This design comes from an exercise in tuning for small area, a short achievable clock period and few clock cycles per item on the open sky130 flow, not from production work.
Function not checked in this run: the RTL went through the layout flow alone.
Power and IR drop assume default switching activity.

==> flow/design.v <==
package slsd_pkg;
	localparam int LOAD_W  = 20;
	localparam int SOLAR_W = 19;
	localparam int DELTA_W = 20;
	localparam int HOUR_W  = 5;
	localparam int DEV_W   = 8;
	localparam int EST_W   = 7;
	localparam int HISTORY_DEPTH_DEF = 360;
	localparam int RING_TAPS_DEF     = 8;
	localparam int CFG_IDX_W  = 2;
	localparam int CFG_DATA_W = 19;
	localparam logic [CFG_IDX_W-1:0] REG_CHEAP_START     = 2'd0;
	localparam logic [CFG_IDX_W-1:0] REG_CHEAP_END       = 2'd1;
	localparam logic [CFG_IDX_W-1:0] REG_SOLAR_THRESHOLD = 2'd2;
	localparam logic [CFG_IDX_W-1:0] REG_MAX_DEVICES     = 2'd3;
	localparam logic [HOUR_W-1:0]  CHEAP_START_RST = 5'd22;
	localparam logic [HOUR_W-1:0]  CHEAP_END_RST   = 5'd6;
	localparam logic [SOLAR_W-1:0] THRESHOLD_RST   = 19'd8000;
	localparam logic [DEV_W-1:0]   MAX_DEVICES_RST = 8'd10;
	localparam logic [HOUR_W-1:0]  LAST_HOUR       = 5'd23;
	localparam logic [DELTA_W-1:0] DELTA_SAT = 20'd1000000;
	localparam int                 MIN_FILL  = 6;
	localparam logic [EST_W-1:0] EST_BASE_HI   = 7'd55;
	localparam logic [EST_W-1:0] EST_BASE_LO   = 7'd15;
	localparam logic [EST_W-1:0] EST_FEW_ADD   = 7'd25;
	localparam logic [EST_W-1:0] EST_RISE_ADD  = 7'd35;
	localparam logic [EST_W-1:0] EST_STRONG    = 7'd10;
	localparam logic [EST_W-1:0] EST_CAP       = 7'd98;
	localparam logic [EST_W-1:0] EST_SHIFT_MIN = 7'd65;
	localparam int DIV_IN_W = SOLAR_W - 5;
	localparam int DIV_BY   = 75;
endpackage
module slsd_ring #(
	parameter int DEPTH = slsd_pkg::HISTORY_DEPTH_DEF,
	parameter int WIDTH = slsd_pkg::DELTA_W,
	parameter int TAPS  = slsd_pkg::RING_TAPS_DEF
) (
	input  logic                    clk,
	input  logic                    wr,
	input  logic [$clog2(TAPS)-1:0] tap,
	input  logic [WIDTH-1:0]        wdata,
	output logic [WIDTH-1:0]        rdata
);
	localparam int M     = DEPTH / TAPS;
	localparam int TAP_W = $clog2(TAPS);
	logic [DEPTH*WIDTH-1:0] q;
	for (genvar i = 0; i < DEPTH; i++) begin : g_ent
		localparam int PREV = (i + DEPTH - 1) % DEPTH;
		if ((i % M) == 0) begin : g_tap
			always_ff @(posedge clk) begin
				if (wr && tap == TAP_W'(i / M))
					q[i*WIDTH +: WIDTH] <= wdata;
				else
					q[i*WIDTH +: WIDTH] <= q[PREV*WIDTH +: WIDTH];
			end
		end else begin : g_pass
			always_ff @(posedge clk) begin
				q[i*WIDTH +: WIDTH] <= q[PREV*WIDTH +: WIDTH];
			end
		end
	end
	always_comb begin
		rdata = q[(DEPTH-1)*WIDTH +: WIDTH];
		for (int k = 1; k < TAPS; k++)
			if (tap == TAP_W'(k)) rdata = q[(k*M-1)*WIDTH +: WIDTH];
	end
endmodule
module slsd_decide (
	input  logic                          above,
	input  logic                          boost,
	input  logic                          cheap,
	input  logic                          surplus,
	input  logic                          few,
	input  logic                          sum_low,
	input  logic                          rising_cmp,
	input  logic [slsd_pkg::DEV_W-1:0]    quot,
	input  logic                          cap,           
	input  logic                          quot_zero,     
	input  logic [slsd_pkg::DEV_W-1:0]    max_devices,
	output logic                          run_loads,
	output logic [slsd_pkg::DEV_W-1:0]    plug_count,
	output logic [slsd_pkg::EST_W-1:0]    est
);
	logic                        rising;
	logic [slsd_pkg::EST_W-1:0]  est_sum;
	assign rising = few || rising_cmp;
	always_comb begin
		est_sum = above ? slsd_pkg::EST_BASE_HI : slsd_pkg::EST_BASE_LO;
		if (few) begin
			if (above) est_sum = est_sum + slsd_pkg::EST_FEW_ADD;
		end else if (sum_low) begin
			if (above) est_sum = est_sum + slsd_pkg::EST_RISE_ADD;
		end else if (rising) begin
			est_sum = est_sum + slsd_pkg::EST_RISE_ADD;
		end
		if (boost) est_sum = est_sum + slsd_pkg::EST_STRONG;
		est = (est_sum > slsd_pkg::EST_CAP) ? slsd_pkg::EST_CAP : est_sum;
	end
	assign run_loads = cheap && surplus && above && rising && (est >= slsd_pkg::EST_SHIFT_MIN);
	assign plug_count = !run_loads ? '0 : cap ? max_devices : quot_zero ? slsd_pkg::DEV_W'(1) : quot;
endmodule
module solar_load_shift_decision #(
	parameter int HISTORY_DEPTH = slsd_pkg::HISTORY_DEPTH_DEF,
	parameter int RING_TAPS     = slsd_pkg::RING_TAPS_DEF
) (
	input  logic                            clk,
	input  logic                            arst_n,
	input  logic                            wr_en,
	input  logic [slsd_pkg::CFG_IDX_W-1:0]  wr_index,
	input  logic [slsd_pkg::CFG_DATA_W-1:0] wr_data,
	input  logic                            sample_valid,
	output logic                            sample_ready,
	input  logic [slsd_pkg::LOAD_W-1:0]     sample_load_power,
	input  logic [slsd_pkg::SOLAR_W-1:0]    sample_solar_power,
	input  logic [slsd_pkg::DELTA_W-1:0]    sample_solar_energy_delta,
	input  logic [slsd_pkg::HOUR_W-1:0]     sample_hour,
	output logic                            result_valid,
	input  logic                            result_ready,
	output logic                            result_run_loads,
	output logic [slsd_pkg::DEV_W-1:0]      result_plug_count,
	output logic [slsd_pkg::EST_W-1:0]      result_solar_estimate
);
	localparam int M      = HISTORY_DEPTH / RING_TAPS;
	localparam int PH_W   = $clog2(M);
	localparam int TAP_W  = $clog2(RING_TAPS);
	localparam int DW     = slsd_pkg::DELTA_W;
	localparam int FILL_W = $clog2(HISTORY_DEPTH + 1);
	localparam int F5_W   = $clog2(5 * HISTORY_DEPTH + 1);
	localparam int NDIG   = (F5_W + 2) / 2;          
	localparam int SUM_W  = DW + FILL_W;
	localparam int DD_W   = DW + 1;
	localparam int Z_W    = SUM_W + 4;               
	localparam int RES_W  = 1 + slsd_pkg::DEV_W + slsd_pkg::EST_W;
	localparam int DIV_W  = slsd_pkg::DIV_IN_W;
	localparam int DIVBY  = slsd_pkg::DIV_BY;
	logic [slsd_pkg::HOUR_W-1:0]  cheap_start_q;
	logic [slsd_pkg::HOUR_W-1:0]  cheap_end_q;
	logic [slsd_pkg::SOLAR_W-1:0] threshold_q;
	logic [slsd_pkg::DEV_W-1:0]   max_devices_q;
	always_ff @(posedge clk or negedge arst_n) begin
		if (!arst_n) begin
			cheap_start_q <= slsd_pkg::CHEAP_START_RST;
			cheap_end_q   <= slsd_pkg::CHEAP_END_RST;
			threshold_q   <= slsd_pkg::THRESHOLD_RST;
			max_devices_q <= slsd_pkg::MAX_DEVICES_RST;
		end else if (wr_en) begin
			case (wr_index)
				slsd_pkg::REG_CHEAP_START:     cheap_start_q <= wr_data[slsd_pkg::HOUR_W-1:0];
				slsd_pkg::REG_CHEAP_END:       cheap_end_q   <= wr_data[slsd_pkg::HOUR_W-1:0];
				slsd_pkg::REG_SOLAR_THRESHOLD: threshold_q   <= wr_data[slsd_pkg::SOLAR_W-1:0];
				slsd_pkg::REG_MAX_DEVICES:     max_devices_q <= wr_data[slsd_pkg::DEV_W-1:0];
				default: ;
			endcase
		end
	end
	logic              ready_q;
	logic              v1_q, v2_q;
	logic              out_v_q, skid_v_q;
	logic [PH_W-1:0]   ph_q;
	logic [TAP_W-1:0]  tap_q;
	logic [FILL_W-1:0] fill_q;
	logic [F5_W-1:0]   fill5_q;
	logic              adv;
	logic              accept;
	logic              deliver;
	logic              push;
	logic              full;
	logic              out_v_n, skid_v_n;
	logic [PH_W-1:0]   ph_n;
	logic [TAP_W-1:0]  tap_n;
	assign adv     = !skid_v_q;
	assign accept  = sample_valid && ready_q;
	assign deliver = out_v_q && result_ready;
	assign push    = v2_q && adv;
	assign full    = (fill_q == FILL_W'(HISTORY_DEPTH));
	always_comb begin
		if (accept) begin
			ph_n  = ph_q;
			tap_n = tap_q;
		end else if (ph_q == PH_W'(M - 1)) begin
			ph_n  = '0;
			tap_n = (tap_q == TAP_W'(RING_TAPS - 1)) ? '0 : tap_q + 1'b1;
		end else begin
			ph_n  = ph_q + 1'b1;
			tap_n = tap_q;
		end
		if (out_v_q && !deliver) begin
			out_v_n  = 1'b1;
			skid_v_n = skid_v_q || push;
		end else begin
			out_v_n  = skid_v_q || push;
			skid_v_n = 1'b0;
		end
	end
	always_ff @(posedge clk or negedge arst_n) begin
		if (!arst_n) begin
			ready_q  <= 1'b0;
			v1_q     <= 1'b0;
			v2_q     <= 1'b0;
			out_v_q  <= 1'b0;
			skid_v_q <= 1'b0;
			ph_q     <= '0;
			tap_q    <= '0;
			fill_q   <= '0;
			fill5_q  <= '0;
		end else begin
			ready_q  <= (ph_n == '0) && !skid_v_n;
			if (adv) begin
				v1_q <= accept;
				v2_q <= v1_q;
			end
			out_v_q  <= out_v_n;
			skid_v_q <= skid_v_n;
			ph_q     <= ph_n;
			tap_q    <= tap_n;
			if (accept && !full) begin
				fill_q  <= fill_q + 1'b1;
				fill5_q <= fill5_q + F5_W'(5);
			end
		end
	end
	assign sample_ready = ready_q;
	logic [DW-1:0]                dsat0;
	logic [DW-1:0]                ring_old;
	logic [DD_W-1:0]              dd0;
	logic                         surplus0;
	logic [slsd_pkg::SOLAR_W-1:0] diff0;
	logic                         above0;
	logic                         boost0;
	logic                         cheap0;
	assign dsat0    = (sample_solar_energy_delta > slsd_pkg::DELTA_SAT) ? slsd_pkg::DELTA_SAT :
		sample_solar_energy_delta;
	logic [DD_W-1:0] old_eff, dd_raw, dd_sat;
	assign old_eff  = full ? DD_W'(ring_old) : '0;
	assign dd_raw   = DD_W'(sample_solar_energy_delta) - old_eff;
	assign dd_sat   = DD_W'(slsd_pkg::DELTA_SAT) - old_eff;
	assign dd0      = (sample_solar_energy_delta > slsd_pkg::DELTA_SAT) ? dd_sat : dd_raw;
	assign surplus0 = slsd_pkg::LOAD_W'(sample_solar_power) > sample_load_power;
	assign diff0    = slsd_pkg::SOLAR_W'(slsd_pkg::LOAD_W'(sample_solar_power) - sample_load_power);
	assign above0   = sample_solar_power >= threshold_q;
	assign boost0   = {sample_solar_power, 1'b0} >
		((slsd_pkg::SOLAR_W + 2)'(threshold_q) << 1) + (slsd_pkg::SOLAR_W + 2)'(threshold_q);
	always_comb begin
		if (sample_hour > slsd_pkg::LAST_HOUR || cheap_start_q > slsd_pkg::LAST_HOUR ||
			cheap_end_q > slsd_pkg::LAST_HOUR) begin
			cheap0 = 1'b0;
		end else if (cheap_start_q == cheap_end_q) begin
			cheap0 = 1'b1;
		end else if (cheap_start_q < cheap_end_q) begin
			cheap0 = (sample_hour >= cheap_start_q) && (sample_hour < cheap_end_q);
		end else begin
			cheap0 = (sample_hour >= cheap_start_q) || (sample_hour < cheap_end_q);
		end
	end
	slsd_ring #(
		.DEPTH (HISTORY_DEPTH),
		.WIDTH (DW),
		.TAPS  (RING_TAPS)
	) u_ring (
		.clk   (clk),
		.wr    (accept),
		.tap   (tap_q),
		.wdata (dsat0),
		.rdata (ring_old)
	);
	logic [Z_W-1:0] rows [NDIG];
	logic [Z_W-1:0] c0, s0;
	always_comb begin
		logic [F5_W+2:0]  f;
		logic [2:0]       g;
		logic [DW:0]      mag;
		logic [Z_W-1:0]   row;
		logic [NDIG-1:0]  neg;
		f = {2'b00, fill5_q, 1'b0};
		for (int k = 0; k < NDIG; k++) begin
			g   = f[2*k +: 3];
			mag = '0;
			case (g)
				3'b001, 3'b010, 3'b101, 3'b110: mag = {1'b0, dsat0};
				3'b011, 3'b100:                 mag = {dsat0, 1'b0};
				default:                        mag = '0;
			endcase
			neg[k] = g[2] && !(g[1] && g[0]);
			row = Z_W'(mag);
			if (neg[k]) row = ~row;
			row = row << (2 * k);
			if (k > 0) row[2*k-2] = neg[k-1];
			rows[k] = row;
		end
	end
	function automatic logic [2*Z_W-1:0] csa(input logic [Z_W-1:0] x, y, z);
		logic [Z_W-1:0] c;
		c = ((x & y) | (x & z) | (y & z)) << 1;
		csa = {c, x ^ y ^ z};
	endfunction
	logic [Z_W-1:0] sa, ca, sb, cb, sc, cc;
	assign {ca, sa} = csa(rows[0], rows[1], rows[2]);
	assign {cb, sb} = csa(rows[3], rows[4], rows[5]);
	assign {cc, sc} = csa(sa, ca, sb);
	assign {c0, s0} = csa(sc, cc, cb);
	logic [13:0] rem0;
	logic        q0;
	always_comb begin
		logic [DIV_W-1:0] y;
		y    = diff0[slsd_pkg::SOLAR_W-1:5];
		q0   = y >= DIV_W'(DIVBY << 7);
		rem0 = q0 ? y - DIV_W'(DIVBY << 7) : y;    
	end
	logic [Z_W-1:0]    c1, s1;
	logic [DD_W-1:0]   dd1;
	logic [FILL_W-1:0] fill1;
	logic [13:0]       rem1;
	logic              q1;
	logic              above1, boost1, cheap1, surplus1;
	always_ff @(posedge clk) begin
		if (accept) begin
			c1       <= c0;
			s1       <= s0;
			dd1      <= dd0;
			fill1    <= fill_q;
			rem1     <= rem0;
			q1       <= q0;
			above1   <= above0;
			boost1   <= boost0;
			cheap1   <= cheap0;
			surplus1 <= surplus0;
		end
	end
	logic [SUM_W-1:0] sum_q;
	always_ff @(posedge clk or negedge arst_n) begin
		if (!arst_n) begin
			sum_q <= '0;
		end else if (adv && v1_q) begin
			sum_q <= sum_q + SUM_W'($signed(dd1));
		end
	end
	logic [Z_W-1:0] u1, w1;
	logic           rise1;
	always_comb begin
		logic [Z_W-1:0] x, y, z, p, q, t;
		x = Z_W'(sum_q) << 2;
		y = Z_W'(sum_q) << 1;
		z = ~c1;
		p = x ^ y ^ z;
		q = ((x & y) | (x & z) | (y & z)) << 1;
		q[0] = 1'b1;
		t = ~s1;
		u1 = p ^ q ^ t;
		w1 = ((p & q) | (p & t) | (q & t)) << 1;
		w1[0] = 1'b1;
	end
	assign rise1 = u1[Z_W-1] ^ w1[Z_W-1] ^ (u1[Z_W-2:0] > ~w1[Z_W-2:0]);
	logic [9:0] rem1n;
	logic [4:0] q1n;
	always_comb begin
		logic [13:0] r;
		r = rem1;
		q1n[4] = q1;
		for (int i = 6; i >= 3; i--) begin
			if (r >= 14'(DIVBY << i)) begin
				r        = r - 14'(DIVBY << i);
				q1n[i-3] = 1'b1;
			end else begin
				q1n[i-3] = 1'b0;
			end
		end
		rem1n = 10'(r);    
	end
	logic [DIV_W:0] y1;
	logic           gt1, qz1;
	assign y1  = (DIV_W+1)'(rem1) + (q1 ? (DIV_W+1)'(DIVBY << 7) : '0);
	assign gt1 = (max_devices_q == '0) ||
		(y1 >= (DIV_W+1)'(DIVBY) * ((DIV_W+1)'(max_devices_q) + (DIV_W+1)'(1)));
	assign qz1 = !q1 && (rem1 < 14'(DIVBY));
	logic             rise2, few2, sum_low2, gt2, qz2;
	logic [9:0]       rem2;
	logic [4:0]       q2;
	logic             above2, boost2, cheap2, surplus2;
	always_ff @(posedge clk) begin
		if (adv) begin
			rise2    <= rise1;
			few2     <= fill1 < FILL_W'(slsd_pkg::MIN_FILL);
			sum_low2 <= sum_q <= SUM_W'(fill1);
			gt2      <= gt1;
			qz2      <= qz1;
			rem2     <= rem1n;
			q2       <= q1n;
			above2   <= above1;
			boost2   <= boost1;
			cheap2   <= cheap1;
			surplus2 <= surplus1;
		end
	end
	logic [slsd_pkg::DEV_W-1:0] quot2;
	always_comb begin
		logic [9:0] r;
		r = rem2;
		quot2[7:3] = q2;
		for (int i = 2; i >= 0; i--) begin
			if (r >= 10'(DIVBY << i)) begin
				r        = r - 10'(DIVBY << i);
				quot2[i] = 1'b1;
			end else begin
				quot2[i] = 1'b0;
			end
		end
	end
	logic [RES_W-1:0] res2;
	slsd_decide u_decide (
		.above       (above2),
		.boost       (boost2),
		.cheap       (cheap2),
		.surplus     (surplus2),
		.few         (few2),
		.sum_low     (sum_low2),
		.rising_cmp  (rise2),
		.quot        (quot2),
		.cap         (gt2),
		.quot_zero   (qz2),
		.max_devices (max_devices_q),
		.run_loads   (res2[RES_W-1]),
		.plug_count  (res2[slsd_pkg::EST_W +: slsd_pkg::DEV_W]),
		.est         (res2[slsd_pkg::EST_W-1:0])
	);
	logic [RES_W-1:0] out_q, skid_q;
	always_ff @(posedge clk) begin
		if (!out_v_q || deliver)
			out_q <= skid_v_q ? skid_q : res2;
		if (adv)
			skid_q <= res2;
	end
	assign result_valid          = out_v_q;
	assign result_run_loads      = out_q[RES_W-1];
	assign result_plug_count     = out_q[slsd_pkg::EST_W +: slsd_pkg::DEV_W];
	assign result_solar_estimate = out_q[slsd_pkg::EST_W-1:0];
endmodule
==> flow/run.sh <==
#!/bin/bash
# synth_recipe.tcl (not shown) runs the flow's synth.tcl, then flattens the netlist and writes it again
# the make line also repeats each setting of config.mk as NAME=value (left out here)
make -C /OpenROAD-flow-scripts/flow DESIGN_CONFIG=/design/flow/config.mk WORK_HOME=/design/flow/orfs CLKGATE_MAP_FILE= SYNTH_SCRIPT=/design/flow/synth_recipe.tcl finish
==> flow/config.mk <==
export PLATFORM = sky130hd
export DESIGN_NAME = solar_load_shift_decision
export DESIGN_NICKNAME = solar_load_shift_decision
export VERILOG_FILES = /design/flow/design.v
export SDC_FILE = /design/flow/constraint.sdc
export NUM_CORES = 4
export LEC_CHECK = 0
export CAP_MARGIN = 20
export CORE_MARGIN = 2
export CORE_UTILIZATION = 55
export SETUP_SLACK_MARGIN = 4.2
export SLEW_MARGIN = 20
export SYNTH_MEMORY_MAX_BITS = 8192
==> flow/constraint.sdc <==
create_clock -name core_clock -period 7.5 [get_ports {clk}]
set_input_delay 1.5000 -clock core_clock [delete_from_list [all_inputs] [get_ports {clk}]]
set_output_delay 1.5000 -clock core_clock [all_outputs]
set_load 0.01 [all_outputs]
==> results.py <==
metrics = {
    "run_status": {
        "status": "no timing/DRC/antenna violations",
    },
    "global_route": {
        "grt_max_degree": 63,
        "grt_pass1_vias": 74870,
        "grt_pass1_wl_microns": 448900,
        "gr-usage-all-layers": 0.1871,
        "grt_overflow": 0,
        "antenna_found_initial": 22,
    },
    "floorplan": {
        "chipWidth_microns": 565.2,
        "ios": 108,
        "initial_utilization": 0.5513,
        "die_area_sq_um": 319400,
        "num_rows": 206,
        "core_area_sq_um": 314200,
        "die_h_microns": 565.2,
    },
    "cells_and_area": {
        "layout.nets": 12150,
        "fin_area_sq_um": 209100,
        "drive_gt1_frac": 0.1811,
        "area_delta_synth_final_pct": 20.70,
        "layout.cells.non_filler": 16270,
    },
    "worst_setup_path": {
        "cp.arrival_ns": 5.91,
        "rr_endpoint": "gt2",
        "crit_type": "in -> reg",
        "r2r_cells": 25,
        "r2r_slack_ns": 2.63,
        "crit_path_max_incr_delay_ns": 0.51,
        "crit_path_frequent_cell": "buf_6",
        "crit_path_start_kind": "input port",
        "cp-end-kind": "flop",
        "cp_max_fo": 3,
        "r2r-start": "max_devices_q[1]",
        "worst-endpoint-required_ns": 8.38,
        "crit_slowest_cell": "or4_4",
    },
    "logic_synthesis": {
        "synth.area.top_cells": "dfxtp_1, edfxtp_1, ha_1",
        "synthCells": 10520,
        "synth.most_common_cell": "dfxtp_1",
        "yosys.area.top_type": "dfxtp_1",
        "netlist_area_sq_um": 173200,
        "ys_ff_latch": 7467,
        "ys_seq_area_frac": 0.8747,
        "synth_cell_types": 96,
        "synth_edf_count": 151,
        "synth_common_cells": "dfxtp_1, nand2_1, inv_1",
        "synth_nets": 11080,
        "async_flop_share": 0.01339,
        "synth_ff_type": "dfxtp_1",
        "yosys_warnings": 4,
        "synth_top_area_frac": 0.8340,
        "syn-mean-instance-area_sq_um": 16.46,
    },
    "clocking": {
        "max-clock-path-buffers": 4,
        "clock_latency_ns": 1.04,
        "cts_root_buf": "clkbuf_16",
        "htreeDepth": 6,
        "clkTransAtPathRegs_ns": 0.06,
        "cts.sinks": 7467,
        "cts_tree": "yes",
        "cts_inserted_buffers": 644,
        "cts_hold_buffers": 0,
    },
    "timing": {
        "tightest_slew_ns": 1.184,
        "fin_setup_tns_ns": 0,
        "slew_viol_final": 0,
        "period_minus_slack_ns": 5.027,
        "fmax_mhz": 198.9,
        "hold_viol": 0,
        "rsz0062_at_grt": "true",
        "maxSlewHeadroom": 0.2087,
        "skew_ns": 0.05497,
        "fin_crit_sh": 0.6703,
        "finalSetupViolCount": 0,
    },
    "hold_path": {
        "min_path_type": "reg -> reg",
        "holdCritStartpoint": "u_ring.q[4745]",
        "min_to": "u_ring.q[4765]",
        "hold_depth": 0,
    },
    "placed_design": {
        "portBuffers": 107,
        "placed_cell_area_sq_um": 180300,
        "gp_congestion": 0.8809,
        "placed_cells": 14690,
        "dp_hpwl_microns": 184700,
    },
    "flow_run": {
        "maxCapViolations": 0,
    },
    "pwr": {
        "irDropWorstVdd_mv": 0.2894,
        "powerDensity_nw_per_um2": 420.4,
        "power_mw": 87.90,
        "p_leak_nw": 85.40,
    },
    "routing": {
        "drcViolationCount": 0,
        "wl_microns": 301900,
        "antenna_left": 0,
        "drt_iter0_markers": 3813,
        "via_count": 73040,
        "wl_per_cell_microns": 18.56,
        "firstDrtPassIters": 5,
        "viasPerCell": 4.490,
    },
}
## worst max-delay path by stage
| stage | from | endpoint | cells past startpoint |
|---|---|---|---|
| after CTS | max_devices_q[1] | gt2 | 25 |
| after global routing | max_devices_q[1] | gt2 | 23 |
| final | sample_solar_energy_delta[5] | dd1[4] | 30 |
| after global placement | sample_solar_energy_delta[1] | s1[11] | 17 |
| after floorplan | sample_solar_energy_delta[5] | dd1[20] | 26 |
| after detailed placement | sample_solar_energy_delta[1] | s1[15] | 17 |
## where the power goes
group / total, mW / leakage [nW] / switching, mW / internal (mW)
Clock: 32.8 / 10.7 / 13.9 / 18.9
Sequential: 41.6 / 60.8 / 0.489 / 41.1
Combinational: 13.6 / 13.9 / 7.64 / 5.93
Total: 87.9 / 85.4 / 22.0 / 65.9
## critical path: cells and delay by family
family                   cells  cell delay [ns]
AND/OR/NAND/NOR              8             1.35
adder cells (fa/ha/maj)      2             0.61
AO/OA/AOI/OAI                4             0.70
buffers and inverters       16             1.73
## stage by stage
stage	utilization	hold slack, ns	setup WS [ns]
floorplan	-	0.3096	1.809
global placement	0.5738	0.3095	0.3765
detailed placement	0.5739	0.3121	0.5262
CTS	0.6584	0.2767	2.512
global route	0.6653	0.2871	2.387
finish	0.6654	0.2850	2.473
## cell families (layout without fill, tap and decap cells)
group | after synthesis | count (layout) | synth area share
xor gates and xnor gates | 244 | 244 | 0.01242
muxes | 97 | 97 | 0.006176
other | 0 | 13 | 0
adders and majority gates | 471 | 471 | 0.04103
DFF | 7467 | 7467 | 0.8747
AOI/OAI and AO/OA | 860 | 860 | 0.03157
buffers and inverters | 557 | 2128 | 0.01220
and+or+nand+nor | 826 | 826 | 0.02189
## per-layer routing
metal	track usage	up-vias	wire length, microns
met5	0	-	11
met4	0.07683	2	12030
met3	0.03282	581	12540
met2	0.2875	1435	133000
met1	0.2635	35100	144300
li1	-	35930	-
## flip-flops by register name (all words and copies together) (netlist names), 3 cells and up
signal and flops:
u_ring.q 7200, s1 33, c1 29, sum_q 29, dd1 21, threshold_q 19
out_q 16, skid_q 16, rem1 14, fill5_q 11, rem2 10, fill1 9
fill_q 9, max_devices_q 8, ph_q 6, cheap_end_q 5, cheap_start_q 5, q2 5
tap_q 3
## repair_timing
item | in CTS | in global routing
resized for setup | 650 | 283
cloned | 1 | 3
pin swaps | 274 | 204
buffers inserted | 301 | 102
endpoints found under the setup margin | 296 | 165
## cell usage in the layout (no fill, tap or decap), types with 49 or more instances in the layout
master	netlist	routed
buf_4	0	295
a21o_1	49	49
clkinv_2	0	91
clkbuf_8	0	159
fa_1	162	126
nor2_1	159	144
nand2_1	390	354
o21ai_0	288	214
dfrtp_1	87	72
edfxtp_1	151	151
clkbuf_16	0	658
buf_6	2	129
xnor2_1	188	131
inv_2	4	53
mux2_2	67	66
clkdlybuf4s50_1	0	70
ha_1	308	261
clkbuf_1	139	136
a21oi_1	173	129
inv_1	381	313
dfxtp_1	7216	7216
## final cells by class
type / count / area (sq um)
antenna: 13 / 32.53
clock inverter: 200 / 2639
fill: 21510 / 105100
tap: 4160 / 5205
clock buffer: 951 / 19110
timing repair buffer: 579 / 5737
sequential: 7467 / 151500
multi-input combinational: 2498 / 23070
inverter: 398 / 1743

static timing again, ports no longer ideal:
No port has a modelled driver above. Below, the same layout with a new extraction and two added sets of constraints.
Step 1 (the two cells are an assumption about what drives the block):
set clk [get_ports {clk}]
set_driving_cell -lib_cell sky130_fd_sc_hd__clkbuf_16 $clk
set_driving_cell -lib_cell sky130_fd_sc_hd__buf_2 [delete_from_list [all_inputs] $clk]
Step 2, shift: input delay + t, output delay - t, t = (earliest + latest rising clock arrival at the registers) / 2. This alone moves slack from input paths to output paths.
Slacks: ideal / step 1 / step 2; pairs: ideal / step 1.
shift t [ns]: 1.111
setup slack, ns: 2.473 / 2.520 / 1.409
worst data-port slew with drivers (ns): 0.11
cell pins on the clock port's net: 1
After both steps this run still meets setup and hold. The setup slack of this run moves by +0.047 ns with the drivers and by -1.064 ns with both steps.
